From an optimization exercise on the open Yosys and OpenROAD flow, aimed at small area, a short achievable clock period and few clock cycles per item; shortcuts taken in it are not production practice. In this exercise RTL edits were held to simulation tests only and were not proved equivalent to the original. Power figures rest on the tool's default switching activity, not on a simulated workload.

### flow/flow/run.sh
#!/bin/bash
# The standard layout (standard.sh), with two changes:
# - synthesis maps the rr_picker module (the pick behind call_rdy_o and
#   call_o) with a delay-oriented ABC script, see my_synth.tcl; all else as
#   standard
# - port buffers are plain buf_1 cells instead of the delay cells that
#   buffer_ports picks by default
set -euo pipefail
export BUFFER_PORTS_ARGS="-buffer_cell sky130_fd_sc_hd__buf_1"
sed "s#SYNTH_SCRIPT=[^ ]*#SYNTH_SCRIPT=$PWD/flow/my_synth.tcl#" standard.sh > own_standard.sh
grep -q "SYNTH_SCRIPT=$PWD/flow/my_synth.tcl" own_standard.sh
bash own_standard.sh > flow_make.log 2>&1
### flow/flow/fast.script
strash
dch
map -p
mfs2
strash
dch
map -p
buffer -c
topo
stime -c
upsize -c
dnsize -c
### flow/flow/my_synth.tcl
# The standard synthesis (synth_recipe.tcl, sourced unchanged), except that
# ABC first maps the round-robin pick module (rr_picker, which drives
# call_rdy_o and the call_o multiplexer) with a delay-oriented script; the
# second call then maps the rest as the standard synthesis does
set own_dir [file dirname [file normalize [info script]]]
set fast_script [file join $own_dir fast.script]
proc abc {args} {
  set i [lsearch -exact $args -script]
  set fast_args [lreplace $args [expr {$i + 1}] [expr {$i + 1}] $::fast_script]
  yosys abc {*}$fast_args rr_picker
  yosys abc {*}$args
}
source [file join [file dirname $own_dir] synth_recipe.tcl]
### flow/standard.sh
#!/bin/bash
# synth_recipe.tcl (not shown) runs the flow's synth.tcl, then flattens the netlist and writes it again
# the make line also repeats each setting of config.mk as NAME=value (left out here)
make -C /OpenROAD-flow-scripts/flow DESIGN_CONFIG=/design/flow/config.mk WORK_HOME=/design/flow/orfs CLKGATE_MAP_FILE= SYNTH_SCRIPT=/design/flow/synth_recipe.tcl "${@:-finish}"
### flow/config.mk
export PLATFORM = sky130hd
export DESIGN_NAME = call_arbiter
export DESIGN_NICKNAME = call_arbiter
export VERILOG_FILES = /design/flow/design.v
export SDC_FILE = /design/flow/constraint.sdc
export NUM_CORES = 4
export LEC_CHECK = 0
export CAP_MARGIN = 20
export CORE_AREA = 2.5 2.5 177.5 177.5
export CTS_BUF_LIST = sky130_fd_sc_hd__clkbuf_8
export DIE_AREA = 0 0 180 180
export SETUP_SLACK_MARGIN = 1.6
export SLEW_MARGIN = 20
export SYNTH_HIERARCHICAL = 1
export TNS_END_PERCENT = 0
### flow/constraint.sdc
create_clock -name core_clock -period 4.0 [get_ports {clk}]
set_input_delay 0.8000 -clock core_clock [delete_from_list [all_inputs] [get_ports {clk}]]
set_output_delay 0.8000 -clock core_clock [all_outputs]
set_load 0.01 [all_outputs]
### flow/design.v
`timescale 1ns/100ps
`default_nettype none
module rr_picker (
    input  wire  [8-1:0]               call_vld_i,
    input  wire  [8*$clog2(4)-1:0]   child_i,
    input  wire  [4-1:0]              child_rdy_i,
    input  wire  [8-1:0]               mask_i,
    output logic                                 any_o,
    output logic [8-1:0]               grant_o
);
    localparam int NP = 8;
    logic [NP-1:0] elig;
    logic [NP-1:0] kill;
    logic [NP-1:0] mask;
    assign mask = {mask_i[NP-1:1], 1'b0};
    logic [4-1:0] dec [NP];
    always_comb begin
        for (int p = 0; p < NP; p++) begin
            for (int c = 0; c < 4; c++) begin
                dec[p][c] = call_vld_i[p] & (child_i[p*$clog2(4) +: $clog2(4)] == $clog2(4)'(c));
            end
            elig[p] = (dec[p] & child_rdy_i) != '0;
        end
    end
    always_comb begin
        for (int p = 0; p < NP; p++) begin
            kill[p] = 1'b0;
            for (int q = 0; q < NP; q++) begin
                if (q < p) begin
                    kill[p] = kill[p] | (elig[q] & ~(~mask[q] & mask[p]));
                end else if (q > p) begin
                    kill[p] = kill[p] | (elig[q] & mask[q] & ~mask[p]);
                end
            end
            grant_o[p] = elig[p] & ~kill[p];
        end
    end
    assign any_o = elig != '0;
endmodule
`default_nettype wire
`timescale 1ns/100ps
`default_nettype none
module call_arbiter (
    input  wire                                  clk,
    input  wire                                  rstn,
    input  wire  [8-1:0]               call_vld_i,
    input  wire  [8*($clog2(4) + $clog2(4) + 1 + 16 + 2 * 16)-1:0]     call_req_i,
    output logic [8-1:0]               call_rdy_o,
    input  wire  [4-1:0]              child_rdy_i,
    output logic                                 call_vld_o,
    output logic [($clog2(8) + ($clog2(4) + $clog2(4) + 1 + 16 + 2 * 16))-1:0]                 call_o
);
    localparam int NP = 8;
    logic [NP*$clog2(4)-1:0]  child;
    logic [NP-1:0]              grant;
    logic                       any;
    logic [NP-1:0]              mask;
    logic [NP-1:0]              mask_next;
    logic [($clog2(8) + ($clog2(4) + $clog2(4) + 1 + 16 + 2 * 16))-1:0]       sel;
    always_comb begin
        for (int p = 0; p < NP; p++) begin
            child[p*$clog2(4) +: $clog2(4)] =
                call_req_i[p*($clog2(4) + $clog2(4) + 1 + 16 + 2 * 16) + (($clog2(4) + $clog2(4) + 1 + 16 + 2 * 16) - $clog2(4)) +: $clog2(4)];
        end
    end
    rr_picker i_pick (
        .call_vld_i (call_vld_i),
        .child_i    (child),
        .child_rdy_i(child_rdy_i),
        .mask_i     (mask),
        .any_o      (any),
        .grant_o    (grant)
    );
    assign call_rdy_o = grant;
    always_comb begin
        sel = '0;
        for (int p = 0; p < NP; p++) begin
            sel = sel | ({($clog2(8) + ($clog2(4) + $clog2(4) + 1 + 16 + 2 * 16)){grant[p]}} &
                         {$clog2(8)'(p), call_req_i[p*($clog2(4) + $clog2(4) + 1 + 16 + 2 * 16) +: ($clog2(4) + $clog2(4) + 1 + 16 + 2 * 16)]});
        end
    end
    always_comb begin
        for (int q = 0; q < NP; q++) begin
            mask_next[q] = 1'b0;
            for (int p = 0; p < q; p++) begin
                mask_next[q] = mask_next[q] | grant[p];
            end
        end
    end
    always_ff @(posedge clk or negedge rstn) begin
        if (!rstn) begin
            call_vld_o <= 1'b0;
            mask       <= '0;
        end else begin
            call_vld_o <= any;
            if (any) begin
                mask <= mask_next;
            end
        end
    end
    always_ff @(posedge clk) begin
        call_o <= sel;
    end
endmodule
`default_nettype wire
==> reports/results.txt, run 1 <==
setup violators final - 0
minimum clock period - 2910 ps
IO Count - 503
Wirelength per Cell - 20.7 um
clock skew - 12.6 ps
post-synthesis average cell area - 8.42 sq um
WP buf/inv - 4
max incr delay on CP - 210 ps
H-tree depth - 3
Int Power - 1.82 mW
clock sink total - 64
layout cells sized above 1 - 10.6%
top fanout value on the critical path - 4
DRT Pass-1 Iters - 7
PD cells - 472 nW/um^2
CP Data Required Time - 3200 ps
combinational share of power - 50.7%
Clock transition at path regs - 90 ps
Final Max Slew Viols - 0
via/cell ratio - 5.02
Worst Tran Pin Value - 814 ps
RePlAce Congestion - 0.912
kind of critical path - input port to output pin
Post-Place Cells - 1,372
Reg-to-Reg Start - mask[7]$_DFFE_PN0P_
status - no timing/DRC/antenna violations
Leak Pwr - 2.29 nW
Final Hold Viols - 0
startpoint types - input port
RSZ-0062 raised after global routing - yes
Util after Layout - 23.6%
max cap viols - 0
Post-DP HPWL - 22.1 mm
CTS root buffer - clkbuf_8
Syn Nets - 952
global-route wire length before repair - 41.4 mm
arrival time at the worst endpoint - 2110 ps
GRT Total Usage - 16.8%
Finished Layout Cells - 1,408
slowest CP cell - o21ai_0
starting density of the core - 14.3%
routed length on met1 - 11.4 mm
Seq pwr share - 33.3%
grt ovf - 0
WL met3 - 3.49 mm
Yosys warning count - 9
clk buf depth - 2
fmax - 344 MHz
DRC viols - 0
buffers added on ports - 502
Worst R2R End - call_o[29]$_DFF_P_
Fillers - 3,424
Syn Inst Count - 514
number of global-route vias before repair - 6,688
dpl ws - 767 ps
CP startpoint - call_req_i[370]
Iter 0 DRT Violations - 533
row cnt - 64
DR top layer - met5
initial antenna violation count - 12
largest net degree at the start of global routing - 58
DR vias - 7,073
Worst Reg-to-Reg Cells - 10
fin crit share - 72.8%
nets@finish - 1,442
crit-path cells - buf_2, inv_1, nand4_1, nand4_2, buf_4, o21ai_0, nand4_1, a21oi_4, buf_1
critical path capture point type - output pin
Num CTS Buffers - 9
DRT Wirelength - 29.1 mm
VDD IR-drop max - 0.157 mV
Final TNS setup - 0 ps
area added between synthesis and finish - 65.6%
core area - 30,300 sq um
final worst-path setup slack - 1090 ps
full die area - 32,400 sq um
CTS tree - built
Pwr Total - 3.38 mW
CP dominant cell by count - nand4_1
Top delay family on crit path - buffers and inverters
Final ANT Viol Nets - 0
relative slew slack - 45.7%
NetSw - 1.56 mW
reg2reg setup slack - 1330 ps
Die Wd - 180 um
Clk pwr share - 16.0%
post-synthesis cell area - 4330 sq um
HP Class - input port to asynchronous set/reset pin
Met2 Routed Length - 13.3 mm
Clk Latency, worst-skew pair - 380 ps
Sw Ratio - 46.1%
die height - 180 um
==> metal layers <==
layer,vias to the layer above,track usage (%)
met5,-,0
met4,10,6.30
met3,57,5.85
met2,529,26.7
met1,3345,21.1
li1,3132,-
==> worst max-delay path by stage <==
stage                        endpoint  slack (ps)  cells past startpoint
finish                  call_rdy_o[7]        1090                      9
global route            call_rdy_o[7]         980                      8
CTS                     call_rdy_o[1]        1090                      7
detailed placement  call_o[3]$_DFF_P_         770                      9
global placement    call_o[3]$_DFF_P_         800                     10
floorplan               call_rdy_o[0]        1460                      6
==> timing repair <==
action / in CTS / in global routing
gates resized for setup: 47 / 26
pin swaps: 27 / 24
hold buffers: 0 / 0
endpoints found under the hold margin: 0 / 0
buffers inserted: 11 / 6
setup endpoints to repair: 71 / 71
==> cells in the final DEF (no fill, tap or decap), types with 2 or more instances in the layout <==
master      count
nand4_1        83
a31oi_1         5
buf_12          2
a21oi_1         2
nand4_4         4
nand3_4         3
nand3_1         3
a22oi_2         3
clkbuf_2        4
inv_2           3
clkinvlp_4      2
diode_2         3
o21ai_0         4
dfxtp_1        56
nand2b_1        5
buf_2           9
buf_1         476
clkbuf_8        9
buf_4          29
inv_1          20
clkinv_2        2
buf_6          10
nor2_1         12
nand2_2         3
nand3_2         3
a21oi_4         5
a22oi_1       213
dfrtp_1         8
nand2_1         7
nand3b_1        3
==> metrics by stage <==
step	hold WS, ps	instance area (sq um)
CTS	315	7060
floorplan	504	4380
global placement	542	6650
finish	333	7170
detailed placement	548	6650
global route	324	7160
==> sequential cells by signal, summed over array words and instances, names as in the netlist <==
| signal | flops |
|---|---|
| mask | 7 |
| call_o | 56 |
| call_vld_o | 1 |
==> cell type report <==
| cell class | count | area (sq um) | area share (%) |
|---|---|---|---|
| Multi-Input combinational cell | 378 | 2880 | 40.1 |
| Timing Repair Buffer | 530 | 2220 | 31.0 |
| Sequential cell | 64 | 1320 | 18.4 |
| Tap cell | 396 | 495 | 6.91 |
| Clock buffer | 9 | 124 | 1.73 |
| Inverter | 21 | 78.8 | 1.10 |
| Clock inverter | 7 | 41.3 | 0.576 |
| Antenna cell | 3 | 7.51 | 0.105 |
==> power groups by stage <==
stage | sequential [mW] | combinational [mW] | clock (mW)
floorplan | 1.23 | 0.765 | 0
global placement | 1.14 | 1.62 | 0
detailed placement | 1.13 | 1.63 | 0
CTS | 1.12 | 1.68 | 0.573
global route | 1.16 | 1.85 | 0.592
finish | 1.13 | 1.71 | 0.541
Testbench counts, summed over its fixed seeds: cycles 3,319, calls 3,072.
==> run 2: changes to the inputs <==
--- a/flow/config.mk
+++ b/flow/config.mk
@@ -8,8 +8,6 @@
 export CAP_MARGIN = 20
-export CORE_AREA = 2.5 2.5 177.5 177.5
+export CORE_AREA = 2.5 2.5 169.5 169.5
 export CTS_BUF_LIST = sky130_fd_sc_hd__clkbuf_8
-export DIE_AREA = 0 0 180 180
-export SETUP_SLACK_MARGIN = 1.6
+export DIE_AREA = 0 0 172 172
 export SLEW_MARGIN = 20
 export SYNTH_HIERARCHICAL = 1
-export TNS_END_PERCENT = 0
==> run 2 against run 1 <==
Critical path depth is 2 lower. Cell count decreased by 2.1%. Synthesized cell count did not move. Worst setup slack got worse by 260 ps. Total power is 0.86% lower. Area after synthesis unchanged. Global-route usage is 0.089 points lower. Register-to-register slack improved by 110 ps.
==> reports/results.txt, run 2 <==
via/cell ratio - 5.04
critical path capture point type - output pin
core area - 27,600 sq um
nets@finish - 1,426
IO Count - 503
global-route wire length before repair - 36.4 mm
CTS root buffer - clkbuf_8
initial antenna violation count - 16
grt ovf - 0
most frequent cells in the layout - 502 x buf_1, 214 x a22oi_1, 83 x nand4_1
top fanout value on the critical path - 9
largest net degree at the start of global routing - 58
most common cell after layout, fill and taps aside - buf_1
row cnt - 61
number of global-route vias before repair - 6,037
fmax - 316 MHz
Post-DP HPWL - 22.2 mm
layout cells sized above 1 - 5.14%
Syn Inst Count - 514
Wirelength per Cell - 20.6 um
max cap viols - 0
Syn Nets - 952
Worst Reg-to-Reg Cells - 8
GRT Total Usage - 16.8%
setup bufs post-CTS - 0
post-synthesis average cell area - 8.42 sq um
full die area - 29,600 sq um
post-synthesis cell area - 4330 sq um
Die Wd - 172 um
fin crit share - 79.1%
CTS tree - built
starting density of the core - 15.7%
Final Max Slew Viols - 0
post_cts resized - 0
Finished Layout Cells - 1,379
Worst Tran Pin Value - 812 ps
fin area - 6810 sq um
DRT Wirelength - 28.4 mm
largest reg by FF count - call_o
Clock transition at path regs - 80 ps
top flop regs - call_o: 56 flops, mask: 7 flops, call_vld_o: 1 flops
Post-Place Cells - 1,355
CP Data Required Time - 3200 ps
setup violators final - 0
DRT Pass-1 Iters - 6
Final Hold Viols - 0
Fillers - 3,144
clock skew - 20.6 ps
minimum clock period - 3170 ps
DRC viols - 0
Util after Layout - 24.7%
RSZ-0062 raised after global routing - no
Iter 0 DRT Violations - 708
status - no timing/DRC/antenna violations
VDD IR-drop max - 0.195 mV
startpoint types - input port
reg2reg setup slack - 1440 ps
arrival time at the worst endpoint - 2370 ps
Multi-input gate area - 2750 sq um
kind of critical path - input port to output pin
FF/Latch Area - 1320 sq um
Worst R2R End - call_o[42]$_DFF_P_
clock sink total - 64
dpl cell area - 6600 sq um
DR vias - 6,952
Leak Pwr - 2.09 nW
Reg-to-Reg Start - mask[7]$_DFFE_PN0P_
Num CTS Buffers - 9
Final TNS setup - 0 ps
clk buf depth - 2
PD cells - 492 nW/um^2
RePlAce Congestion - 0.862
Final ANT Viol Nets - 0
die height - 172 um
H-tree depth - 3
Yosys warning count - 9
area added between synthesis and finish - 57.4%
buffers added on ports - 502
HP Class - input port to asynchronous set/reset pin
Clk Latency, worst-skew pair - 370 ps
Largest register FFs - 56
relative slew slack - 45.8%
CTS Hold Buffers Added - 0
-- run 2: power by group --
part / internal, mW / switching [mW] / total [mW]
logic: 0.583 / 1.08 / 1.66
registers: 0.960 / 0.129 / 1.09
clock network: 0.302 / 0.298 / 0.600
total: 1.85 / 1.51 / 3.35
-- run 2: critical path: stages --
cell and delay [ps]:
buf_1 200, nand4_1 150, nand4_1 240, a41oi_1 260, nand4_1 170, o21ai_4 330
buf_1 190
-- run 2: how the worst max path moves through the flow --
stage / startpoint / to / slack [ps] / depth (start not counted)
finish: child_rdy_i[2] / call_rdy_o[1] / 830 / 7
global placement: child_rdy_i[2] / call_o[42]$_DFF_P_ / 820 / 9
detailed placement: call_req_i[104] / call_o[42]$_DFF_P_ / 770 / 10
global route: child_rdy_i[2] / call_rdy_o[1] / 730 / 7
CTS: child_rdy_i[2] / call_rdy_o[1] / 840 / 7
floorplan: child_rdy_i[0] / call_rdy_o[1] / 1400 / 6
-- run 2: stage by stage --
| step | hold WS [ps] | worst slack (ps) | power (mW) |
|---|---|---|---|
| after floorplan | 504 | 1400 | 1.98 |
| after global placement | 539 | 824 | 2.72 |
| after detailed placement | 540 | 773 | 2.74 |
| after CTS | 321 | 845 | 3.38 |
| after global routing | 349 | 726 | 3.57 |
| final | 342 | 834 | 3.35 |
-- run 2: layout make-up --
type | instances | area share, %
Antenna cell | 8 | 0.294
Clock buffer | 10 | 2.02
Clock inverter | 6 | 0.881
Inverter | 21 | 1.16
Multi-Input combinational cell | 378 | 40.3
Sequential cell | 64 | 19.4
Tap cell | 378 | 6.94
Timing Repair Buffer | 514 | 29.0
-- run 2: layer usage --
| metal | share of wire, % | global-route usage, % | vias up | wire, um |
|---|---|---|---|---|
| met2 | 47 | 27.5 | 515 | 13300 |
| met4 | 3.0 | 6.72 | 14 | 864 |
| li1 | - | - | 3102 | - |
| met5 | 0.28 | 0 | - | 80 |
| met3 | 14 | 7.05 | 60 | 3870 |
| met1 | 36 | 19.4 | 3261 | 10200 |
==> run 3: changes to the inputs <==
==> flow/flow/fast.script (replaced) <==
strash
if -g
strash
dch
map -p
buffer -c
topo
stime -c
upsize -c
dnsize -c
--- a/flow/config.mk
+++ b/flow/config.mk
@@ -11,3 +11,5 @@
 export DIE_AREA = 0 0 172 172
+export SETUP_SLACK_MARGIN = 1.3
 export SLEW_MARGIN = 20
 export SYNTH_HIERARCHICAL = 1
+export TNS_END_PERCENT = 0
==> run 3 against run 2 <==
Cell count up 3.8%. Core utilization increased by 2.7 points. Combinational power rose by 4%. Critical endpoint is now call_rdy_o[7].
==> reports/results.txt, run 3 <==
status - no timing/DRC/antenna violations
Final ANT Viol Nets - 0
most common cell after layout, fill and taps aside - buf_1
Largest register FFs - 56
kind of critical path - input port to output pin
dpl cell area - 6820 sq um
CTS root buffer - clkbuf_8
number of global-route vias before repair - 6,426
post-synthesis cell area - 4550 sq um
starting density of the core - 16.5%
Post-DP HPWL - 23.1 mm
fin area - 7570 sq um
largest reg by FF count - call_o
Num CTS Buffers - 9
fmax - 357 MHz
Final TNS setup - 0 ps
reg2reg setup slack - 1750 ps
Iter 0 DRT Violations - 791
arrival time at the worst endpoint - 2000 ps
DR vias - 7,290
Post-Place Cells - 1,387
largest net degree at the start of global routing - 58
Yosys warning count - 9
Worst Reg-to-Reg Cells - 8
DRC viols - 0
Leak Pwr - 2.49 nW
top fanout value on the critical path - 9
Clk Latency, worst-skew pair - 350 ps
clock skew - 20.1 ps
H-tree depth - 3
RePlAce Congestion - 0.880
CTS Hold Buffers Added - 0
top flop regs - call_o: 56 flops, mask: 7 flops, call_vld_o: 1 flops
GRT Total Usage - 18.6%
DRT Wirelength - 31.0 mm
setup violators final - 0
layout cells sized above 1 - 12.6%
clk buf depth - 2
Worst R2R End - call_o[24]$_DFF_P_
row cnt - 61
CTS tree - built
max cap viols - 0
Finished Layout Cells - 1,431
RSZ-0062 raised after global routing - yes
via/cell ratio - 5.09
Multi-input gate area - 3000 sq um
most frequent cells in the layout - 469 x buf_1, 212 x a22oi_1, 89 x nand4_1
Reg-to-Reg Start - mask[7]$_DFFE_PN0P_
Final Hold Viols - 0
Hold Slack - 341 ps
DRT Pass-1 Iters - 5
final worst-path setup slack - 1200 ps
IO Count - 503
global-route wire length before repair - 40.3 mm
Util after Layout - 27.4%
Pwr Total - 3.40 mW
clock sink total - 64
FF/Latch Area - 1320 sq um
grt ovf - 0
Syn Nets - 986
Final Max Slew Viols - 0
nets@finish - 1,485
relative slew slack - 66.3%
fin crit share - 70.1%
Clock transition at path regs - 90 ps
buffers added on ports - 502
CP Data Required Time - 3200 ps
startpoint types - input port
dpl ws - 774 ps
PD cells - 449 nW/um^2
minimum clock period - 2800 ps
Fillers - 3,096
HP Class - input port to asynchronous set/reset pin
CP startpoint - child_rdy_i[2]
VDD IR-drop max - 0.153 mV
full die area - 29,600 sq um
Syn Inst Count - 548
Die Wd - 172 um
die height - 172 um
area added between synthesis and finish - 66.3%
post-synthesis average cell area - 8.30 sq um
critical path capture point type - output pin
Wirelength per Cell - 21.7 um
Worst Tran Pin Value - 506 ps
initial antenna violation count - 11
core area - 27,600 sq um
==> run 3: critical path, cell delays in order <==
cell and delay [ps]:
buf_6 120, nand4_1 180, nand4_4 180, buf_4 180
o21a_1 120, nor3_4 240, buf_2 170
==> run 3: routing by layer <==
layer | global-route usage [%] | up-vias | wire length, um
met1 | 23.8 | 3377 | 12100
met2 | 28.8 | 570 | 14300
met3 | 6.41 | 59 | 3750
li1 | - | 3272 | -
met4 | 7.49 | 12 | 749
met5 | 0 | - | 83
==> run 3: worst max path at each step <==
| stage | to | slack [ps] |
|---|---|---|
| 4_1_cts | call_rdy_o[6] | 1230 |
| 3_3_place_gp | call_rdy_o[5] | 780 |
| 6_report | call_rdy_o[7] | 1200 |
| 3_5_place_dp | call_rdy_o[5] | 770 |
| 2_1_floorplan | call_rdy_o[1] | 1430 |
| 5_1_grt | call_rdy_o[5] | 1120 |
==> run 3: cell type report <==
class	instances	share of cell area, %
Tap cell	378	6.25
Multi-Input combinational cell	406	39.7
Sequential cell	64	17.5
Inverter	24	1.22
Antenna cell	2	0.0661
Clock inverter	4	0.298
Timing Repair Buffer	542	33.0
Clock buffer	11	2.00
==> run 3: repair_timing <==
action	CTS	global route
buffers inserted	18	7
gates cloned	2	0
setup endpoints to repair	8	8
pin swaps	35	28
gates resized for setup	85	26
==> run 3: power by group <==
group          internal [mW]  switching, mW
combinational          0.667           1.07
sequential             0.937          0.172
clock                  0.253          0.301
total                   1.86           1.54
==> run 4: changes to the inputs <==
==> flow/flow/fast.script (replaced) <==
strash
dch
map -p
mfs2
strash
dch
map -p
buffer -c
topo
stime -c
upsize -c
==> run 4 against run 3 <==
Total power increased by 0.44%. Still clean on timing, DRC and antenna. Die area unchanged. Synthesized cell count is 6.2% lower. Design area down 4.4%. Maximum frequency shrank 4.0%. Clock skew shrank 8.7 ps. Area after synthesis is 4.0% lower. Wire length down 3.5%.
==> reports/results.txt, run 4 <==
clock skew - 11.4 ps
clk buf depth - 2
largest reg by FF count - call_o
grt ovf - 0
CP Data Required Time - 3200 ps
post-synthesis average cell area - 8.49 sq um
FF/Latch Area - 1320 sq um
CP startpoint - child_rdy_i[1]
Largest register FFs - 56
setup violators final - 0
slowest CP cell - a22oi_2
DRT Pass-1 Iters - 6
reg2reg setup slack - 1420 ps
row cnt - 61
CP endpoint - call_rdy_o[7]
Syn Inst Count - 514
via/cell ratio - 5.08
largest net degree at the start of global routing - 58
max incr delay on CP - 280 ps
CTS tree - built
critical path capture point type - output pin
initial antenna violation count - 11
CTS root buffer - clkbuf_8
full die area - 29,600 sq um
Worst Reg-to-Reg Cells - 10
H-tree depth - 3
top fanout value on the critical path - 8
PD cells - 472 nW/um^2
Yosys warning count - 9
minimum clock period - 2920 ps
global-route wire length before repair - 38.3 mm
RSZ-0062 raised after global routing - yes
Worst R2R End - call_o[13]$_DFF_P_
fmax - 343 MHz
layout cells sized above 1 - 11.6%
relative slew slack - 48.2%
Final TNS setup - 0 ps
clock sink total - 64
HP Class - input port to asynchronous set/reset pin
VDD IR-drop max - 0.175 mV
Final Max Slew Viols - 0
GRT Total Usage - 17.6%
IO Count - 503
DRT Wirelength - 29.9 mm
CP dominant cell by count - nand4_1
crit-path cells - clkbuf_4, nand4_1, nand4_4, a22oi_2, nand4_1, a21oi_4, buf_2
Leak Pwr - 2.35 nW
DRC viols - 0
Post-DP HPWL - 22.8 mm
Pwr Total - 3.41 mW
Clock transition at path regs - 80 ps
number of global-route vias before repair - 6,242
Iter 0 DRT Violations - 629
area added between synthesis and finish - 65.7%
most common cell after layout, fill and taps aside - buf_1
post-synthesis cell area - 4370 sq um
fin crit share - 73.0%
Final ANT Viol Nets - 0
status - no timing/DRC/antenna violations
Reg-to-Reg Start - mask[7]$_DFFE_PN0P_
Fillers - 3,064
RePlAce Congestion - 0.887
kind of critical path - input port to output pin
most frequent cells in the layout - 474 x buf_1, 213 x a22oi_1, 83 x nand4_1
Syn Nets - 952
Worst Tran Pin Value - 776 ps
Wirelength per Cell - 21.5 um
Final Hold Viols - 0
max cap viols - 0
arrival time at the worst endpoint - 2120 ps
starting density of the core - 15.8%
DR vias - 7,089
core area - 27,600 sq um
die height - 172 um
startpoint types - input port
Die Wd - 172 um
Num CTS Buffers - 9
Clk Latency, worst-skew pair - 360 ps
top flop regs - call_o: 56 flops, mask: 7 flops, call_vld_o: 1 flops
nets@finish - 1,447
buffers added on ports - 502
Multi-input gate area - 2910 sq um
[run 4: worst max-delay path, delay by kind of cell]
kind            cells  cell delay (ps)
compound gates      2              460
simple gates        3              530
buf+inv             2              320
[run 4: what timing repair did]
action	in CTS	in global routing
gates cloned	0	0
hold buffers	0	0
endpoints found under the setup margin	30	64
setup buffers	13	8
resized for setup	44	36
pin swaps	21	24
endpoints found under the hold margin	0	0
[run 4: through the flow]
| stage | cell area (sq um) | worst slack (ps) | hold slack, ps | util, % | std cells |
|---|---|---|---|---|---|
| 2_1_floorplan | 4370 | 1420 | 504 | - | 514 |
| 3_3_place_gp | 6650 | 659 | 535 | 24.1 | 1355 |
| 3_5_place_dp | 6650 | 650 | 546 | 24.1 | 1355 |
| 4_1_cts | 7030 | 1120 | 329 | 25.5 | 1383 |
| 5_1_grt | 7230 | 1080 | 355 | 26.2 | 1394 |
| 6_report | 7230 | 1080 | 356 | 26.2 | 1395 |
[run 4: power breakdown]
part | total, mW | switching, mW | internal (mW)
combinational | 1.77 | 1.11 | 0.662
sequential | 1.12 | 0.157 | 0.961
clock | 0.523 | 0.290 | 0.234
total | 3.41 | 1.56 | 1.86
[run 4: layer usage]
metal | vias to the layer above | global-route usage [%] | routed length, um
met4 | 10 | 7.28 | 898
met3 | 77 | 6.41 | 3600
met2 | 591 | 28.6 | 14200
met1 | 3271 | 21.2 | 11200
met5 | - | 0 | 69
li1 | 3140 | - | -
[run 4: how the worst min path moves through the flow]
stage / startpoint / end / slack, ps / cells after the start
final: rstn / mask[3]$_DFFE_PN0P_ / 360 / 1
after global routing: rstn / call_vld_o$_DFF_PN0_ / 360 / 1
after CTS: rstn / mask[3]$_DFFE_PN0P_ / 330 / 1
after detailed placement: mask[1]$_DFFE_PN0P_ / mask[1]$_DFFE_PN0P_ / 550 / 1
after global placement: mask[1]$_DFFE_PN0P_ / mask[1]$_DFFE_PN0P_ / 540 / 1
after floorplan: rstn / call_vld_o$_DFF_PN0_ / 500 / 0
[run 4: layout make-up]
type	count	area share (%)
Antenna cell	4	0.138
Clock buffer	10	1.90
Clock inverter	5	0.363
Inverter	21	1.09
Multi-Input combinational cell	378	40.2
Sequential cell	64	18.3
Tap cell	378	6.54
Timing Repair Buffer	535	31.5
==> run 5: changes to the inputs <==
==> flow/flow/fast.script (replaced) <==
strash
dch
map -p
mfs2
strash
dch
map -p
buffer -c
topo
stime -c
upsize -c
dnsize -c
--- a/flow/config.mk
+++ b/flow/config.mk
@@ -14,2 +14,2 @@
 export SYNTH_HIERARCHICAL = 1
-export TNS_END_PERCENT = 0
+export TNS_END_PERCENT = 100
==> run 5 against run 4 <==
Still clean on timing, DRC and antenna. Register-to-register slack worse by 110 ps. Sequential share of layout area down 0.46 points. Worst hold slack worse by 11 ps. First-iteration DRC count down 1.9%. Clock skew up 5.0 ps. Synthesized cell count unchanged. Critical path type unchanged.
==> reports/results.txt, run 5 <==
clock sink total - 64
dpl cell area - 6600 sq um
Final ANT Viol Nets - 0
Die Wd - 172 um
Final Max Slew Viols - 0
Syn Inst Count - 514
max incr delay on CP - 310 ps
clk buf depth - 2
Reg-to-Reg Start - mask[7]$_DFFE_PN0P_
VDD IR-drop max - 0.195 mV
Clock transition at path regs - 80 ps
CP dominant cell by count - nand4_1
starting density of the core - 15.7%
post-synthesis cell area - 4330 sq um
Iter 0 DRT Violations - 617
setup violators final - 0
Worst Reg-to-Reg Cells - 8
Wirelength per Cell - 20.9 um
Syn Nets - 952
nets@finish - 1,451
IO Count - 503
layout cells sized above 1 - 12.9%
PD cells - 470 nW/um^2
Yosys warning count - 9
Worst R2R End - call_o[39]$_DFF_P_
fin area - 7420 sq um
Pwr Total - 3.49 mW
HP Class - input port to asynchronous set/reset pin
slowest CP cell - a22oi_2
full die area - 29,600 sq um
GRT Total Usage - 17.3%
status - no timing/DRC/antenna violations
DR vias - 7,184
most frequent cells in the layout - 469 x buf_1, 212 x a22oi_1, 83 x nand4_1
row cnt - 61
arrival time at the worst endpoint - 2050 ps
Post-DP HPWL - 22.2 mm
CTS root buffer - clkbuf_8
largest reg by FF count - call_o
die height - 172 um
fmax - 351 MHz
crit-path cells - buf_12, nand4_1, nand4_2, a22oi_2, nand4_1, a21oi_4, buf_6
RePlAce Congestion - 0.862
fin crit share - 71.2%
DRT Pass-1 Iters - 5
grt ovf - 0
Util after Layout - 26.8%
kind of critical path - input port to output pin
Largest register FFs - 56
core area - 27,600 sq um
H-tree depth - 3
reg2reg setup slack - 1310 ps
DRC viols - 0
number of global-route vias before repair - 6,279
CTS tree - built
initial antenna violation count - 16
relative slew slack - 44.1%
most common cell after layout, fill and taps aside - buf_1
buffers added on ports - 502
minimum clock period - 2850 ps
CP Data Required Time - 3200 ps
DRT Wirelength - 29.3 mm
RSZ-0062 raised after global routing - yes
largest net degree at the start of global routing - 58
Leak Pwr - 2.42 nW
clock skew - 16.4 ps
top fanout value on the critical path - 8
Clk Latency, worst-skew pair - 360 ps
via/cell ratio - 5.12
post-synthesis average cell area - 8.42 sq um
Post-Place Cells - 1,355
Finished Layout Cells - 1,404
top flop regs - call_o: 56 flops, mask: 7 flops, call_vld_o: 1 flops
CTS Hold Buffers Added - 0
critical path capture point type - output pin
startpoint types - input port
Worst Tran Pin Value - 839 ps
max cap viols - 0
area added between synthesis and finish - 71.3%
global-route wire length before repair - 37.6 mm
Num CTS Buffers - 9
Final TNS setup - 0 ps
Final Hold Viols - 0
run 5: layer usage:
| metal | up-vias | part of all wire [%] | GRT usage (%) |
|---|---|---|---|
| met5 | - | 0.27 | 0 |
| met4 | 14 | 3.8 | 6.82 |
| met3 | 95 | 13 | 7.10 |
| met2 | 562 | 47 | 28.7 |
| met1 | 3356 | 35 | 19.8 |
| li1 | 3157 | - | - |
run 5: final cells by class:
type                            count  area (sq um)
Fill cell                        3076         20200
Multi-Input combinational cell    378          2900
Timing Repair Buffer              539          2420
Sequential cell                    64          1320
Tap cell                          378           473
Clock buffer                       10           138
Inverter                           21          81.3
Clock inverter                      6          60.1
Antenna cell                        8          20.0
run 5: worst max path at each step:
stage                    startpoint                 end  slack, ps  depth (start not counted)
floorplan            child_rdy_i[0]       call_rdy_o[1]       1400                          6
global placement     child_rdy_i[2]  call_o[42]$_DFF_P_        820                          9
global route          call_vld_i[4]       call_rdy_o[2]       1070                          7
CTS                  child_rdy_i[0]       call_rdy_o[4]       1160                          7
detailed placement  call_req_i[104]  call_o[42]$_DFF_P_        770                         10
finish               child_rdy_i[1]       call_rdy_o[5]       1150                          7
run 5: report_power, final:
part	leakage [nW]	switching (mW)	internal, mW
Combinational	1.75	1.12	0.681
Sequential	0.565	0.130	0.960
Clock	0.103	0.297	0.302
Total	2.42	1.54	1.94
run 5: stage by stage:
| stage | worst slack, ps | hold slack (ps) |
|---|---|---|
| floorplan | 1400 | 504 |
| global placement | 824 | 539 |
| detailed placement | 773 | 540 |
| CTS | 1160 | 321 |
| global route | 1070 | 349 |
| finish | 1150 | 345 |
run 5: critical path, delay by kind of cell:
kind            cells  cell delay (ps)
buf+inv             2              250
simple gates        3              470
compound gates      2              520
run 5: repair_timing:
item,CTS,global route
buffers inserted,20,5
pin swaps,31,40
setup endpoints to repair,21,65
gates resized for setup,85,45
==> run 6: changes to the inputs <==
--- a/flow/config.mk
+++ b/flow/config.mk
@@ -11,2 +11,3 @@
 export DIE_AREA = 0 0 172 172
+export PLACE_DENSITY = 0.45
 export SETUP_SLACK_MARGIN = 1.3
@@ -14,2 +15,2 @@
 export SYNTH_HIERARCHICAL = 1
-export TNS_END_PERCENT = 100
+export TNS_END_PERCENT = 0
==> run 6 against run 5 <==
Non-clock buffer count fell by 7. Clock-buffer cell count did not move. Sequential share of layout area rose by 0.41 points. First-iteration DRC count did not move. Critical path depth rose by 2. Global-route usage rose by 0.39 points. Sequential power barely moved. Total power fell by 0.86%. Still clean on timing, DRC and antenna. Largest cell class unchanged.
==> reports/results.txt, run 6 <==
status - no timing/DRC/antenna violations
IO Count - 503
PD cells - 477 nW/um^2
Worst Tran Pin Value - 834 ps
Final Hold Viols - 0
clock skew - 9.79 ps
starting density of the core - 15.7%
Final Max Slew Viols - 0
Syn Nets - 952
top fanout value on the critical path - 8
full die area - 29,600 sq um
Wirelength per Cell - 20.8 um
setup violators final - 0
VDD IR-drop max - 0.150 mV
HP Class - input port to asynchronous set/reset pin
Finished Layout Cells - 1,393
DRC viols - 0
relative slew slack - 44.4%
minimum clock period - 2950 ps
CP Data Required Time - 3200 ps
Multi-input gate area - 2880 sq um
largest net degree at the start of global routing - 58
number of global-route vias before repair - 6,504
largest reg by FF count - call_o
kind of critical path - input port to output pin
fmax - 340 MHz
Syn Inst Count - 514
Fillers - 3,154
Post-Place Cells - 1,352
Yosys warning count - 9
H-tree depth - 3
initial antenna violation count - 4
buffers added on ports - 502
clock sink total - 64
max incr delay on CP - 180 ps
Final TNS setup - 0 ps
GRT Total Usage - 17.7%
clk buf depth - 2
Largest register FFs - 56
RSZ-0062 raised after global routing - yes
RePlAce Congestion - 0.887
Iter 0 DRT Violations - 617
most common cell after layout, fill and taps aside - buf_1
max cap viols - 0
core area - 27,600 sq um
slowest CP cell - buf_4
Final ANT Viol Nets - 0
layout cells sized above 1 - 10.5%
critical path capture point type - output pin
CTS tree - built
die height - 172 um
post-synthesis cell area - 4330 sq um
Clk Latency, worst-skew pair - 360 ps
top flop regs - call_o: 56 flops, mask: 7 flops, call_vld_o: 1 flops
startpoint types - input port
FF/Latch Area - 1320 sq um
CTS root buffer - clkbuf_8
global-route wire length before repair - 39.1 mm
crit-path cells - buf_12, nand4_1, buf_4, nand4_4, buf_4, a22oi_2, nand4_1, a21oi_4, buf_2
nets@finish - 1,444
post-synthesis average cell area - 8.42 sq um
row cnt - 61
grt ovf - 0
Clock transition at path regs - 90 ps
Leak Pwr - 2.35 nW
fin crit share - 73.6%
reg2reg setup slack - 1340 ps
DRT Wirelength - 29.0 mm
CTS Hold Buffers Added - 0
Num CTS Buffers - 9
area added between synthesis and finish - 67.5%
via/cell ratio - 4.97
arrival time at the worst endpoint - 2150 ps
DRT Pass-1 Iters - 5
Die Wd - 172 um
DR vias - 6,922
Post-DP HPWL - 21.0 mm
most frequent cells in the layout - 474 x buf_1, 213 x a22oi_1, 83 x nand4_1
run 6: cell types whose count changed in the layout (fill, tap and decap cells not counted), sizes merged:
cell      change
inv           +1
buf           -5
clkinvlp      -1
diode         -4
clkbuf        -2
run 6: per-layer routing:
metal  vias to the layer above  part of all wire, %  track usage [%]
met3                        50                  9.2             3.89
met5                         -                    0                0
met1                      3252                   39             21.4
li1                       3142                    -                -
met4                         0                  2.5             6.15
met2                       478                   50             30.8
run 6: power by group:
group          switching [mW]  internal, mW
combinational            1.11         0.658
sequential              0.130         0.959
clock                   0.303         0.298
total                    1.54          1.92
run 6: path summary, 6_finish.rpt:
kind,start,to,cells past startpoint
setup / recovery,child_rdy_i[2],call_rdy_o[7],9
hold / removal,rstn,mask[1]$_DFFE_PN0P_,1
setup reg to reg,mask[7]$_DFFE_PN0P_,call_o[30]$_DFF_P_,8
hold reg to reg,mask[6]$_DFFE_PN0P_,mask[6]$_DFFE_PN0P_,2
max in group asynchronous,rstn,mask[5]$_DFFE_PN0P_,1
min in group core_clock,mask[6]$_DFFE_PN0P_,mask[6]$_DFFE_PN0P_,2
run 6: through the flow:
stage          hold WS, ps  power, mW  utilization, %  worst slack (ps)  area (sq um)
2_1_floorplan          504       1.98               -              1400          4330
3_3_place_gp           536       2.77            23.9               744          6610
3_5_place_dp           546       2.75            23.9               721          6610
4_1_cts                339       3.46            25.8              1140          7130
5_1_grt                355       3.68            26.2               997          7250
6_report               343       3.46            26.2              1050          7250
run 6: cell type report:
cell class,count,share of cell area [%]
Multi-Input combinational cell,378,39.7
Timing Repair Buffer,532,31.7
Sequential cell,64,18.2
Tap cell,378,6.52
Clock buffer,10,1.90
Inverter,21,1.09
Clock inverter,6,0.725
Antenna cell,4,0.138
run 6: what timing repair did:
action                                  CTS  global route
hold endpoints to repair                  0             0
buffers inserted                         15             6
endpoints found under the setup margin   40            65
gates resized for setup                  65            19
pin swaps                                30            20
run 6: critical path: cells and delay by family:
kind	cells	cell delay [ps]
buf+inv	4	590
simple gates	3	400
compound gates	2	350
==> run 7: changes to the inputs <==
--- a/flow/config.mk
+++ b/flow/config.mk
@@ -11,3 +11,2 @@
 export DIE_AREA = 0 0 172 172
-export PLACE_DENSITY = 0.45
 export SETUP_SLACK_MARGIN = 1.3
==> run 7 against run 6 <==
Non-clock buffer count rose by 2. Sequential power about the same. Design area rose by 0.36%. Clock skew rose by 6.2 ps. Total power about the same. Die area is the same. Largest cell class unchanged. Maximum frequency is 3.2% higher. Largest power group unchanged. Synthesized cell count unchanged. Critical path type unchanged. Area after synthesis is the same. Clock-buffer cell count unchanged. Critical path depth shrank 2.
==> reports/results.txt, run 7 <==
post-synthesis average cell area - 8.42 sq um
fmax - 351 MHz
kind of critical path - input port to output pin
combinational share of power - 51.1%
Final Hold Viols - 0
Post-DP HPWL - 22.2 mm
Int Power - 1.92 mW
Worst Reg-to-Reg Cells - 8
startpoint types - input port
Clk pwr share - 17.3%
GRT Total Usage - 17.2%
Worst R2R End - call_o[42]$_DFF_P_
Die Wd - 172 um
most frequent cells in the layout - 472 x buf_1, 213 x a22oi_1, 83 x nand4_1
number of global-route vias before repair - 6,237
CTS tree - built
initial antenna violation count - 16
die height - 172 um
area added between synthesis and finish - 68.1%
Reg-to-Reg Start - mask[7]$_DFFE_PN0P_
Util after Layout - 26.3%
arrival time at the worst endpoint - 2050 ps
DRC viols - 0
layout cells sized above 1 - 11.5%
relative slew slack - 46.3%
Final ANT Viol Nets - 0
PD cells - 475 nW/um^2
Fillers - 3,095
Sw Ratio - 44.4%
DRT Pass-1 Iters - 5
Seq pwr share - 31.6%
CP Data Required Time - 3200 ps
Leak Pwr - 2.36 nW
clk buf depth - 2
Wirelength per Cell - 20.8 um
crit-path cells - clkbuf_2, and2_0, a211o_1, nand3_4, nand3_2, a211oi_4, buf_6
via/cell ratio - 5.05
grt ovf - 0
post-synthesis cell area - 4330 sq um
Iter 0 DRT Violations - 688
DRT Wirelength - 29.1 mm
buffers added on ports - 502
max cap viols - 0
critical path capture point type - output pin
HP Class - input port to asynchronous set/reset pin
Worst Tran Pin Value - 805 ps
IO Count - 503
RSZ-0062 raised after global routing - yes
largest net degree at the start of global routing - 58
Largest register FFs - 56
reg2reg setup slack - 1320 ps
CTS Hold Buffers Added - 0
NetSw - 1.53 mW
setup violators final - 0
Hold Slack - 342 ps
status - no timing/DRC/antenna violations
clock skew - 16.0 ps
Post-Place Cells - 1,355
core area - 27,600 sq um
Finished Layout Cells - 1,399
H-tree depth - 3
fin crit share - 71.3%
VDD IR-drop max - 0.194 mV
CTS root buffer - clkbuf_8
Num CTS Buffers - 9
clock sink total - 64
RePlAce Congestion - 0.862
Yosys warning count - 9
top flop regs - call_o: 56 flops, mask: 7 flops, call_vld_o: 1 flops
row cnt - 61
Final TNS setup - 0 ps
most common cell after layout, fill and taps aside - buf_1
Syn Inst Count - 514
nets@finish - 1,446
minimum clock period - 2850 ps
starting density of the core - 15.7%
Final Max Slew Viols - 0
largest reg by FF count - call_o
slowest CP cell - a211o_1
DR vias - 7,070
Syn Nets - 952
top fanout value on the critical path - 5
max incr delay on CP - 300 ps
final worst-path setup slack - 1150 ps
Clock transition at path regs - 80 ps
CP startpoint - call_req_i[211]
global-route wire length before repair - 37.4 mm
full die area - 29,600 sq um
dpl ws - 773 ps
Clk Latency, worst-skew pair - 360 ps
## run 7: timing repair
action / 4_1_cts / 5_1_grt
gates resized for setup: 71 / 30
endpoints found under the hold margin: 0 / 0
buffers inserted: 16 / 4
cloned: 0 / 0
endpoints found under the setup margin: 21 / 61
pin swaps: 25 / 28
## run 7: area by class of cell
cell class | instances | area, sq um | area share [%]
multi-input cells | 378 | 2860 | 39.2
repair buffers | 534 | 2330 | 32.0
inverters | 21 | 78.8 | 1.08
clock inverters | 6 | 60.1 | 0.825
flip-flops and latches | 64 | 1320 | 18.2
well taps | 378 | 473 | 6.50
diodes | 8 | 20.0 | 0.275
clock buffers | 10 | 138 | 1.89
## run 7: critical path, delay by kind of cell
kind | cells | cell delay (ps)
buffers and inverters | 2 | 260
AOI/OAI and AO/OA | 2 | 550
and+or+nand+nor | 3 | 440
## run 7: metrics by stage
step | power (mW) | instance area [sq um]
after floorplan | 1.98 | 4330
after global placement | 2.72 | 6600
after detailed placement | 2.74 | 6600
after CTS | 3.44 | 7120
after global routing | 3.68 | 7270
final | 3.45 | 7280
## run 7: power groups by stage
stage | clock network, mW | logic, mW | registers (mW)
after detailed placement | 0 | 1.64 | 1.11
after floorplan | 0 | 0.745 | 1.23
final | 0.598 | 1.77 | 1.09
after global placement | 0 | 1.62 | 1.10
after global routing | 0.662 | 1.89 | 1.12
after CTS | 0.642 | 1.71 | 1.09
## run 7: worst max-delay path by stage
stage / depth (start not counted) / to / slack, ps
after floorplan: 6 / call_rdy_o[1] / 1400
after global placement: 9 / call_o[42]$_DFF_P_ / 820
after detailed placement: 10 / call_o[42]$_DFF_P_ / 770
after CTS: 7 / call_rdy_o[4] / 1160
after global routing: 7 / call_rdy_o[5] / 1090
final: 7 / call_rdy_o[6] / 1150
## run 7: layer usage
metal | vias to the layer above | global-route usage (%) | wire length (um)
met3 | 77 | 6.96 | 3800
met5 | - | 0 | 86
met4 | 14 | 6.82 | 1010
met1 | 3302 | 19.9 | 10400
li1 | 3149 | - | -
met2 | 528 | 28.5 | 13800
==> run 8: changes to the inputs <==
--- a/flow/config.mk
+++ b/flow/config.mk
@@ -10,2 +10,4 @@
 export CTS_BUF_LIST = sky130_fd_sc_hd__clkbuf_8
+export CTS_CLUSTER_DIAMETER = 250
+export CTS_CLUSTER_SIZE = 40
 export DIE_AREA = 0 0 172 172
==> run 8 against run 7 <==
Still clean on timing, DRC and antenna. Area after synthesis stayed put. Core utilization stayed put. Maximum frequency unchanged. Via count unchanged. Register-to-register slack about the same. Synthesized cell count stayed put. Wire length is the same. Critical path type unchanged. Largest power group unchanged.
==> reports/results.txt, run 8 <==
status - no timing/DRC/antenna violations
setup violators final - 0
VDD IR-drop max - 0.194 mV
area added between synthesis and finish - 68.1%
Iter 0 DRT Violations - 688
Clock transition at path regs - 80 ps
DRT Wirelength - 29.1 mm
row cnt - 61
clock sink total - 64
number of global-route vias before repair - 6,237
largest net degree at the start of global routing - 58
buffers added on ports - 502
Final Hold Viols - 0
CP Data Required Time - 3200 ps
Final Max Slew Viols - 0
RSZ-0062 raised after global routing - yes
DR vias - 7,070
reg2reg setup slack - 1320 ps
Clk Latency, worst-skew pair - 360 ps
via/cell ratio - 5.05
HP Class - input port to asynchronous set/reset pin
DRC viols - 0
arrival time at the worst endpoint - 2050 ps
fin crit share - 71.3%
Reg-to-Reg Start - mask[7]$_DFFE_PN0P_
CTS tree - built
PD cells - 475 nW/um^2
max cap viols - 0
post-synthesis cell area - 4330 sq um
kind of critical path - input port to output pin
core area - 27,600 sq um
IO Count - 503
Final ANT Viol Nets - 0
CTS Hold Buffers Added - 0
final worst-path setup slack - 1150 ps
relative slew slack - 46.3%
routing usage on met2 - 28.5%
startpoint types - input port
Largest register FFs - 56
die height - 172 um
minimum clock period - 2850 ps
Pwr Total - 3.45 mW
critical path capture point type - output pin
Worst Tran Pin Value - 805 ps
initial antenna violation count - 16
GR Util met3 - 6.96%
Syn Inst Count - 514
Worst Reg-to-Reg Cells - 8
H-tree depth - 3
top fanout value on the critical path - 5
post-synthesis average cell area - 8.42 sq um
clock skew - 16.0 ps
starting density of the core - 15.7%
Die Wd - 172 um
clk buf depth - 2
GRT Total Usage - 17.2%
Worst R2R End - call_o[42]$_DFF_P_
Yosys warning count - 9
met1 Use GR - 19.9%
Leak Pwr - 2.36 nW
largest reg by FF count - call_o
nets@finish - 1,446
Num CTS Buffers - 9
Util after Layout - 26.3%
Syn Nets - 952
Wirelength per Cell - 20.8 um
most frequent cells in the layout - 472 x buf_1, 213 x a22oi_1, 83 x nand4_1
global-route wire length before repair - 37.4 mm
most common cell after layout, fill and taps aside - buf_1
layout cells sized above 1 - 11.5%
CTS root buffer - clkbuf_8
top flop regs - call_o: 56 flops, mask: 7 flops, call_vld_o: 1 flops
dpl ws - 773 ps
RePlAce Congestion - 0.862
full die area - 29,600 sq um
Final TNS setup - 0 ps
fmax - 351 MHz
grt ovf - 0
DRT Pass-1 Iters - 5
Post-DP HPWL - 22.2 mm
Top Usage Layer GRT - met2
## run 8: repair_timing
item / CTS / global route
resized for setup: 71 / 30
endpoints found under the setup margin: 21 / 61
buffers inserted: 16 / 4
pin swaps: 25 / 28
## run 8: through the flow
stage / hold slack (ps) / area (sq um) / std cells
after global placement: 539 / 6600 / 1355
after global routing: 349 / 7270 / 1396
final: 342 / 7280 / 1399
after floorplan: 504 / 4330 / 514
after detailed placement: 540 / 6600 / 1355
after CTS: 321 / 7120 / 1387
## run 8: critical path, cell delays in order
cell,delay [ps]
clkbuf_2,120
and2_0,160
a211o_1,300
nand3_4,140
nand3_2,140
a211oi_4,250
buf_6,140
## run 8: worst max-delay path by stage
stage                               start                  to  slack, ps  cells past startpoint
after floorplan            child_rdy_i[0]       call_rdy_o[1]       1400                      6
after global routing       child_rdy_i[3]       call_rdy_o[5]       1090                      7
after global placement     child_rdy_i[2]  call_o[42]$_DFF_P_        820                      9
after detailed placement  call_req_i[104]  call_o[42]$_DFF_P_        770                     10
final                     call_req_i[211]       call_rdy_o[6]       1150                      7
after CTS                  child_rdy_i[0]       call_rdy_o[4]       1160                      7
## run 8: cell type report
cell class | instances | area (sq um)
clock buffers | 10 | 138
repair buffers | 534 | 2330
well taps | 378 | 473
diodes | 8 | 20.0
fillers | 3095 | 20400
multi-input cells | 378 | 2860
flip-flops and latches | 64 | 1320
inverters | 21 | 78.8
clock inverters | 6 | 60.1
## run 8: where the power goes
part           switching (mW)  leakage (nW)  internal, mW
clock network           0.295         0.103         0.302
registers               0.130         0.565         0.960
logic                    1.11          1.69         0.659
total                    1.53          2.36          1.92
## run 8: per-layer routing
layer,share of wire (%),wire (um)
met1,36,10400
met2,47,13800
met3,13,3800
met4,3.5,1010
met5,0.30,86
==> run 9: changes to the inputs <==
--- a/flow/config.mk
+++ b/flow/config.mk
@@ -10,8 +10,6 @@
 export CTS_BUF_LIST = sky130_fd_sc_hd__clkbuf_8
-export CTS_CLUSTER_DIAMETER = 250
-export CTS_CLUSTER_SIZE = 40
 export DIE_AREA = 0 0 172 172
-export SETUP_SLACK_MARGIN = 1.3
+export SETUP_SLACK_MARGIN = 1.5
 export SLEW_MARGIN = 20
 export SYNTH_HIERARCHICAL = 1
-export TNS_END_PERCENT = 0
+export TNS_END_PERCENT = 10
==> run 9 against run 8 <==
Worst setup slack lost 19 ps. Sequential share of layout area is 0.28 points lower. First-iteration DRC count fell by 6.0%. Critical endpoint is now call_o[0]$_DFF_P_. Global-route usage is 0.55 points higher. Register-to-register slack better by 120 ps. Design area grew 1.5%. Die area unchanged. Clock power increased by 4.5%. Synthesized cell count unchanged. Total power rose by 1.2%.
==> reports/results.txt, run 9 <==
Syn Inst Count - 514
status - no timing/DRC/antenna violations
CTS tree - built
CTS root buffer - clkbuf_8
reg2reg setup slack - 1440 ps
Util after Layout - 26.7%
combinational share of power - 50.7%
CP Data Required Time - 4300 ps
Int Power - 1.93 mW
CP endpoint - call_o[0]$_DFF_P_
HP Class - input port to asynchronous set/reset pin
Reg-to-Reg Start - mask[7]$_DFFE_PN0P_
startpoint types - input port
critical path capture point type - flop
Fillers - 3,078
fin crit share - 71.8%
minimum clock period - 2870 ps
Worst Reg-to-Reg Cells - 9
arrival time at the worst endpoint - 3170 ps
Clk Latency, worst-skew pair - 360 ps
core area - 27,600 sq um
top flop regs - call_o: 56 flops, mask: 7 flops, call_vld_o: 1 flops
clock sink total - 64
Final ANT Viol Nets - 0
post-synthesis cell area - 4330 sq um
Worst Tran Pin Value - 790 ps
GRT Total Usage - 17.8%
NetSw - 1.57 mW
row cnt - 61
dpl ws - 822 ps
most frequent cells in the layout - 471 x buf_1, 213 x a22oi_1, 83 x nand4_1
full die area - 29,600 sq um
final worst-path setup slack - 1130 ps
initial antenna violation count - 10
kind of critical path - input port to flop
H-tree depth - 3
Sw Ratio - 44.9%
Final Max Slew Viols - 0
via/cell ratio - 5.10
largest reg by FF count - call_o
global-route wire length before repair - 38.8 mm
Largest register FFs - 56
setup violators final - 0
PD cells - 473 nW/um^2
starting density of the core - 15.7%
VDD IR-drop max - 0.170 mV
Die Wd - 172 um
Final TNS setup - 0 ps
Seq pwr share - 31.4%
clock skew - 12.9 ps
nets@finish - 1,449
number of global-route vias before repair - 6,349
Clk pwr share - 17.9%
DR vias - 7,138
grt ovf - 0
DRT Pass-1 Iters - 5
max cap viols - 0
Num CTS Buffers - 9
DRT Wirelength - 29.5 mm
Iter 0 DRT Violations - 647
Worst R2R End - call_o[13]$_DFF_P_
layout cells sized above 1 - 12.5%
clk buf depth - 2
DRC viols - 0
Final Hold Viols - 0
CP startpoint - child_rdy_i[2]
most common cell after layout, fill and taps aside - buf_1
Clock transition at path regs - 100 ps
area added between synthesis and finish - 70.7%
Leak Pwr - 2.39 nW
post-synthesis average cell area - 8.42 sq um
top fanout value on the critical path - 55
RSZ-0062 raised after global routing - yes
CTS Hold Buffers Added - 0
fmax - 348 MHz
Yosys warning count - 9
relative slew slack - 47.3%
RePlAce Congestion - 0.871
buffers added on ports - 502
die height - 172 um
Post-DP HPWL - 22.3 mm
Wirelength per Cell - 21.1 um
largest net degree at the start of global routing - 58
IO Count - 503
Syn Nets - 952
[run 9: final cells by class]
class                           instances  area, sq um  area share [%]
Sequential cell                        64         1320            17.9
Multi-Input combinational cell        378         2890            39.1
Inverter                               21         81.3            1.10
Clock buffer                            9          124            1.68
Tap cell                              378          473            6.40
Antenna cell                            5         12.5           0.169
Clock inverter                          7         71.3           0.965
Timing Repair Buffer                  537         2420            32.7
[run 9: power groups by stage]
stage / logic [mW] / clock network [mW] / registers, mW
after CTS: 1.71 / 0.669 / 1.10
after floorplan: 0.765 / 0 / 1.23
after global placement: 1.62 / 0 / 1.10
after global routing: 1.91 / 0.682 / 1.13
after detailed placement: 1.63 / 0 / 1.11
final: 1.77 / 0.625 / 1.10
[run 9: per-layer routing]
layer,part of all wire [%],wire length [um],vias to the layer above,track usage (%)
met1,37,10800,3342,21.0
met3,14,4000,83,8.01
li1,-,-,3151,-
met5,0.26,77,-,0
met2,46,13600,550,28.1
met4,3.6,1060,12,6.86
[run 9: worst max-delay path: stages]
cell      delay, ps
buf_12          120
nand4_1         180
nand4_4         190
nor2_4          200
nand3_4         120
a211oi_4        290
buf_4           150
buf_4            90
buf_4           590
a22oi_1         250
nand4_1         130
[run 9: metrics by stage]
| stage | cells | hold WS (ps) | cell area, sq um | total power [mW] |
|---|---|---|---|---|
| final | 1399 | 324 | 7390 | 3.49 |
| after global routing | 1395 | 328 | 7380 | 3.72 |
| after CTS | 1388 | 299 | 7220 | 3.47 |
| after detailed placement | 1354 | 564 | 6620 | 2.73 |
| after global placement | 1354 | 578 | 6620 | 2.73 |
| after floorplan | 514 | 504 | 4380 | 2.00 |
[run 9: repair_timing]
action,CTS,global route
gates resized for setup,89,27
endpoints found under the hold margin,0,0
setup buffers,18,6
pin swaps,40,25
setup endpoints to repair,69,72
gates cloned,0,0
[run 9: worst min-delay path by stage]
stage | slack [ps] | from | end | depth (start not counted)
after floorplan | 500 | rstn | call_vld_o$_DFF_PN0_ | 0
after global placement | 580 | mask[1]$_DFFE_PN0P_ | mask[1]$_DFFE_PN0P_ | 1
after detailed placement | 560 | mask[1]$_DFFE_PN0P_ | mask[1]$_DFFE_PN0P_ | 1
after CTS | 300 | rstn | call_vld_o$_DFF_PN0_ | 1
after global routing | 330 | rstn | mask[1]$_DFFE_PN0P_ | 1
final | 320 | rstn | mask[1]$_DFFE_PN0P_ | 1
==> run 10: changes to the inputs <==
--- a/flow/flow/run.sh
+++ b/flow/flow/run.sh
@@ -7,4 +7,6 @@
 #   buffer_ports picks by default
+# - the pick's ports are placed together, see io.tcl
 set -euo pipefail
 export BUFFER_PORTS_ARGS="-buffer_cell sky130_fd_sc_hd__buf_1"
+export IO_CONSTRAINTS="$PWD/flow/io.tcl"
 sed "s#SYNTH_SCRIPT=[^ ]*#SYNTH_SCRIPT=$PWD/flow/my_synth.tcl#" standard.sh > own_standard.sh
==> flow/flow/io.tcl (new file) <==
# keep the ports of the pick (offers, child bits, child readiness and
# call_rdy_o) together on one stretch of the bottom edge, so the path from
# them through the pick back to call_rdy_o stays short
set_io_pin_constraint -region bottom:50-120 -pin_names [list \
    {call_vld_i[0]} \
    {call_vld_i[1]} \
    {call_vld_i[2]} \
    {call_vld_i[3]} \
    {call_vld_i[4]} \
    {call_vld_i[5]} \
    {call_vld_i[6]} \
    {call_vld_i[7]} \
    {child_rdy_i[0]} \
    {child_rdy_i[1]} \
    {child_rdy_i[2]} \
    {child_rdy_i[3]} \
    {call_rdy_o[0]} \
    {call_rdy_o[1]} \
    {call_rdy_o[2]} \
    {call_rdy_o[3]} \
    {call_rdy_o[4]} \
    {call_rdy_o[5]} \
    {call_rdy_o[6]} \
    {call_rdy_o[7]} \
    {call_req_i[51]} \
    {call_req_i[52]} \
    {call_req_i[104]} \
    {call_req_i[105]} \
    {call_req_i[157]} \
    {call_req_i[158]} \
    {call_req_i[210]} \
    {call_req_i[211]} \
    {call_req_i[263]} \
    {call_req_i[264]} \
    {call_req_i[316]} \
    {call_req_i[317]} \
    {call_req_i[369]} \
    {call_req_i[370]} \
    {call_req_i[422]} \
    {call_req_i[423]} \
]
--- a/flow/config.mk
+++ b/flow/config.mk
@@ -11,5 +11,5 @@
 export DIE_AREA = 0 0 172 172
-export SETUP_SLACK_MARGIN = 1.5
+export SETUP_SLACK_MARGIN = 1.3
 export SLEW_MARGIN = 20
 export SYNTH_HIERARCHICAL = 1
-export TNS_END_PERCENT = 10
+export TNS_END_PERCENT = 0
==> run 10 against run 9 <==
Combinational power fell by 3%. Global-route usage down 0.71 points. Flip-flop and latch count stayed put. Worst setup slack got worse by 4.1 ps. Clock-buffer cell count is 3 higher. Register-to-register slack gained 70 ps. Design area shrank 3.1%. Worst hold slack improved by 21 ps. Critical path depth decreased by 2. Critical endpoint is now call_rdy_o[4]. Largest cell class unchanged. Largest power group unchanged.
==> reports/results.txt, run 10 <==
Clk Latency, worst-skew pair - 350 ps
largest reg by FF count - call_o
combinational share of power - 49.5%
Final TNS setup - 0 ps
DR vias - 7,050
max cap viols - 0
CP dominant cell by count - nand4_1
core area - 27,600 sq um
Top delay family on crit path - simple AND/OR/NAND/NOR gates
DRT Pass-1 Iters - 5
most common cell after layout, fill and taps aside - buf_1
relative slew slack - 47.4%
reg2reg setup slack - 1510 ps
slowest CP cell - nor3_4
global-route wire length before repair - 37.5 mm
VDD IR-drop max - 0.163 mV
GRT Total Usage - 17.0%
setup violators final - 0
clock skew - 15.3 ps
initial antenna violation count - 12
most frequent cells in the layout - 474 x buf_1, 213 x a22oi_1, 83 x nand4_1
Wirelength per Cell - 20.4 um
starting density of the core - 15.7%
post-synthesis cell area - 4330 sq um
CP Data Required Time - 3200 ps
Pwr Total - 3.46 mW
HP Class - input port to asynchronous set/reset pin
max incr delay on CP - 240 ps
Die Wd - 172 um
post-synthesis average cell area - 8.42 sq um
NetSw - 1.53 mW
DRC viols - 0
H-tree depth - 3
RSZ-0062 raised after global routing - yes
fin crit share - 71.9%
DRT Wirelength - 28.3 mm
RePlAce Congestion - 0.855
Final Max Slew Viols - 0
startpoint types - input port
top fanout value on the critical path - 5
Syn Nets - 952
Syn Inst Count - 514
nets@finish - 1,439
Sw Ratio - 44.1%
Clock transition at path regs - 90 ps
number of global-route vias before repair - 6,386
top flop regs - call_o: 56 flops, mask: 7 flops, call_vld_o: 1 flops
Final ANT Viol Nets - 0
Largest register FFs - 56
Worst Tran Pin Value - 790 ps
clk buf depth - 2
row cnt - 61
fmax - 348 MHz
Int Power - 1.94 mW
arrival time at the worst endpoint - 2080 ps
minimum clock period - 2880 ps
Seq pwr share - 31.8%
Finished Layout Cells - 1,389
Post-DP HPWL - 22.2 mm
status - no timing/DRC/antenna violations
PD cells - 484 nW/um^2
Post-Place Cells - 1,356
area added between synthesis and finish - 65.4%
buffers added on ports - 502
Final Hold Viols - 0
dpl cell area - 6620 sq um
largest net degree at the start of global routing - 58
Yosys warning count - 9
Clk pwr share - 18.7%
Num CTS Buffers - 9
fin area - 7160 sq um
via/cell ratio - 5.08
CTS root buffer - clkbuf_8
die height - 172 um
Iter 0 DRT Violations - 636
full die area - 29,600 sq um
IO Count - 503
layout cells sized above 1 - 10.4%
WP buf/inv - 4
Leak Pwr - 2.29 nW
grt ovf - 0
clock sink total - 64
critical path capture point type - output pin
crit-path cells - buf_2, inv_1, nand4_1, nand4_1, buf_6, nor3_4, nand4_1, a21oi_4, buf_2
kind of critical path - input port to output pin
CTS tree - built
## run 10: power by group through the flow
| stage | Sequential (mW) | Combinational (mW) | Clock (mW) |
|---|---|---|---|
| after floorplan | 1.23 | 0.745 | 0 |
| after global placement | 1.11 | 1.61 | 0 |
| after detailed placement | 1.12 | 1.62 | 0 |
| after CTS | 1.11 | 1.68 | 0.676 |
| after global routing | 1.14 | 1.85 | 0.706 |
| final | 1.10 | 1.71 | 0.647 |
## run 10: routing by layer
layer / up-vias / wire, um / track usage [%]
li1: 3133 / - / -
met1: 3281 / 10000 / 19.0
met2: 540 / 13300 / 28.3
met3: 78 / 3980 / 7.97
met4: 18 / 859 / 6.26
met5: - / 109 / 1.74
## run 10: per-stage QoR
stage	hold WS [ps]	utilization, %	setup slack [ps]
3_3_place_gp	542	23.9	836
2_1_floorplan	504	-	1400
3_5_place_dp	546	23.9	764
4_1_cts	334	25.7	1140
5_1_grt	341	25.9	1070
6_report	345	25.9	1120
## run 10: cell type report
| class | count | area, sq um |
|---|---|---|
| repair buffers | 527 | 2210 |
| well taps | 378 | 473 |
| flip-flops and latches | 64 | 1320 |
| inverters | 21 | 78.8 |
| clock inverters | 4 | 51.3 |
| fillers | 3121 | 20500 |
| diodes | 5 | 12.5 |
| multi-input cells | 378 | 2850 |
| clock buffers | 12 | 165 |
## run 10: worst reg2reg max path, cell delays in order, from the launching register on
cell and delay [ps]:
dfrtp_1 440, inv_1 150, a31oi_1 70, a22oi_2 180, buf_6 150, nand2_1 80, nor3b_4 180, buf_4 640
a22oi_1 350, nand4_1 180
## run 10: final timing paths
check | from | end | cells after the start
min in group core_clock | mask[1]$_DFFE_PN0P_ | mask[1]$_DFFE_PN0P_ | 1
max in group asynchronous | rstn | mask[5]$_DFFE_PN0P_ | 1
max reg2reg | mask[7]$_DFFE_PN0P_ | call_o[42]$_DFF_P_ | 9
min reg2reg | mask[1]$_DFFE_PN0P_ | mask[1]$_DFFE_PN0P_ | 1
min | rstn | call_vld_o$_DFF_PN0_ | 1
max | call_req_i[51] | call_rdy_o[4] | 9
## run 10: timing repair
action | CTS | global route
endpoints found under the setup margin | 14 | 28
pin swaps | 24 | 21
buffers inserted | 10 | 2
hold buffers | 0 | 0
gates resized for setup | 65 | 15
hold endpoints to repair | 0 | 0

[what the ideal ports hide]
How much do the figures lean on ideal ports? The routed layouts below were timed once more, with nothing changed but the port constraints.
Step 1: set_driving_cell puts a clkbuf_16 on clk and a buf_2 on each other input, an assumption about the parent block.
Step 2 moves the port delays by t, midway between the first and last clock arrival at a register: inputs arrive t later, outputs are due t later. That takes back most of the time a late clock gives input paths.
Three values: no drivers, after step 1, after step 2; two values: the first two.
run | t, ns | setup slack, ns | worst setup path after step 2
run 1 | 0.414 | 1.090 / 1.060 / 0.737 | input to register
run 2 | 0.391 | 0.834 / 0.807 / 0.704 | input to register
run 3 | 0.384 | 1.196 / 1.137 / 1.015 | input to register
run 4 | 0.387 | 1.080 / 1.057 / 0.781 | input to register
run 5 | 0.391 | 1.152 / 1.098 / 0.805 | input to register
run 6 | 0.396 | 1.055 / 1.002 / 0.715 | input to register
run 7 | 0.391 | 1.147 / 1.108 / 0.822 | input to register
run 8 | 0.391 | 1.147 / 1.108 / 0.822 | input to register
run 9 | 0.393 | 1.128 / 1.080 / 0.716 | input to register
run 10 | 0.386 | 1.124 / 1.095 / 0.859 | input to register
After both steps setup and hold are still met in every run listed. For run 9, which loses most, drivers alone change the setup slack by -0.048 ns; drivers and shift together by -0.412 ns.
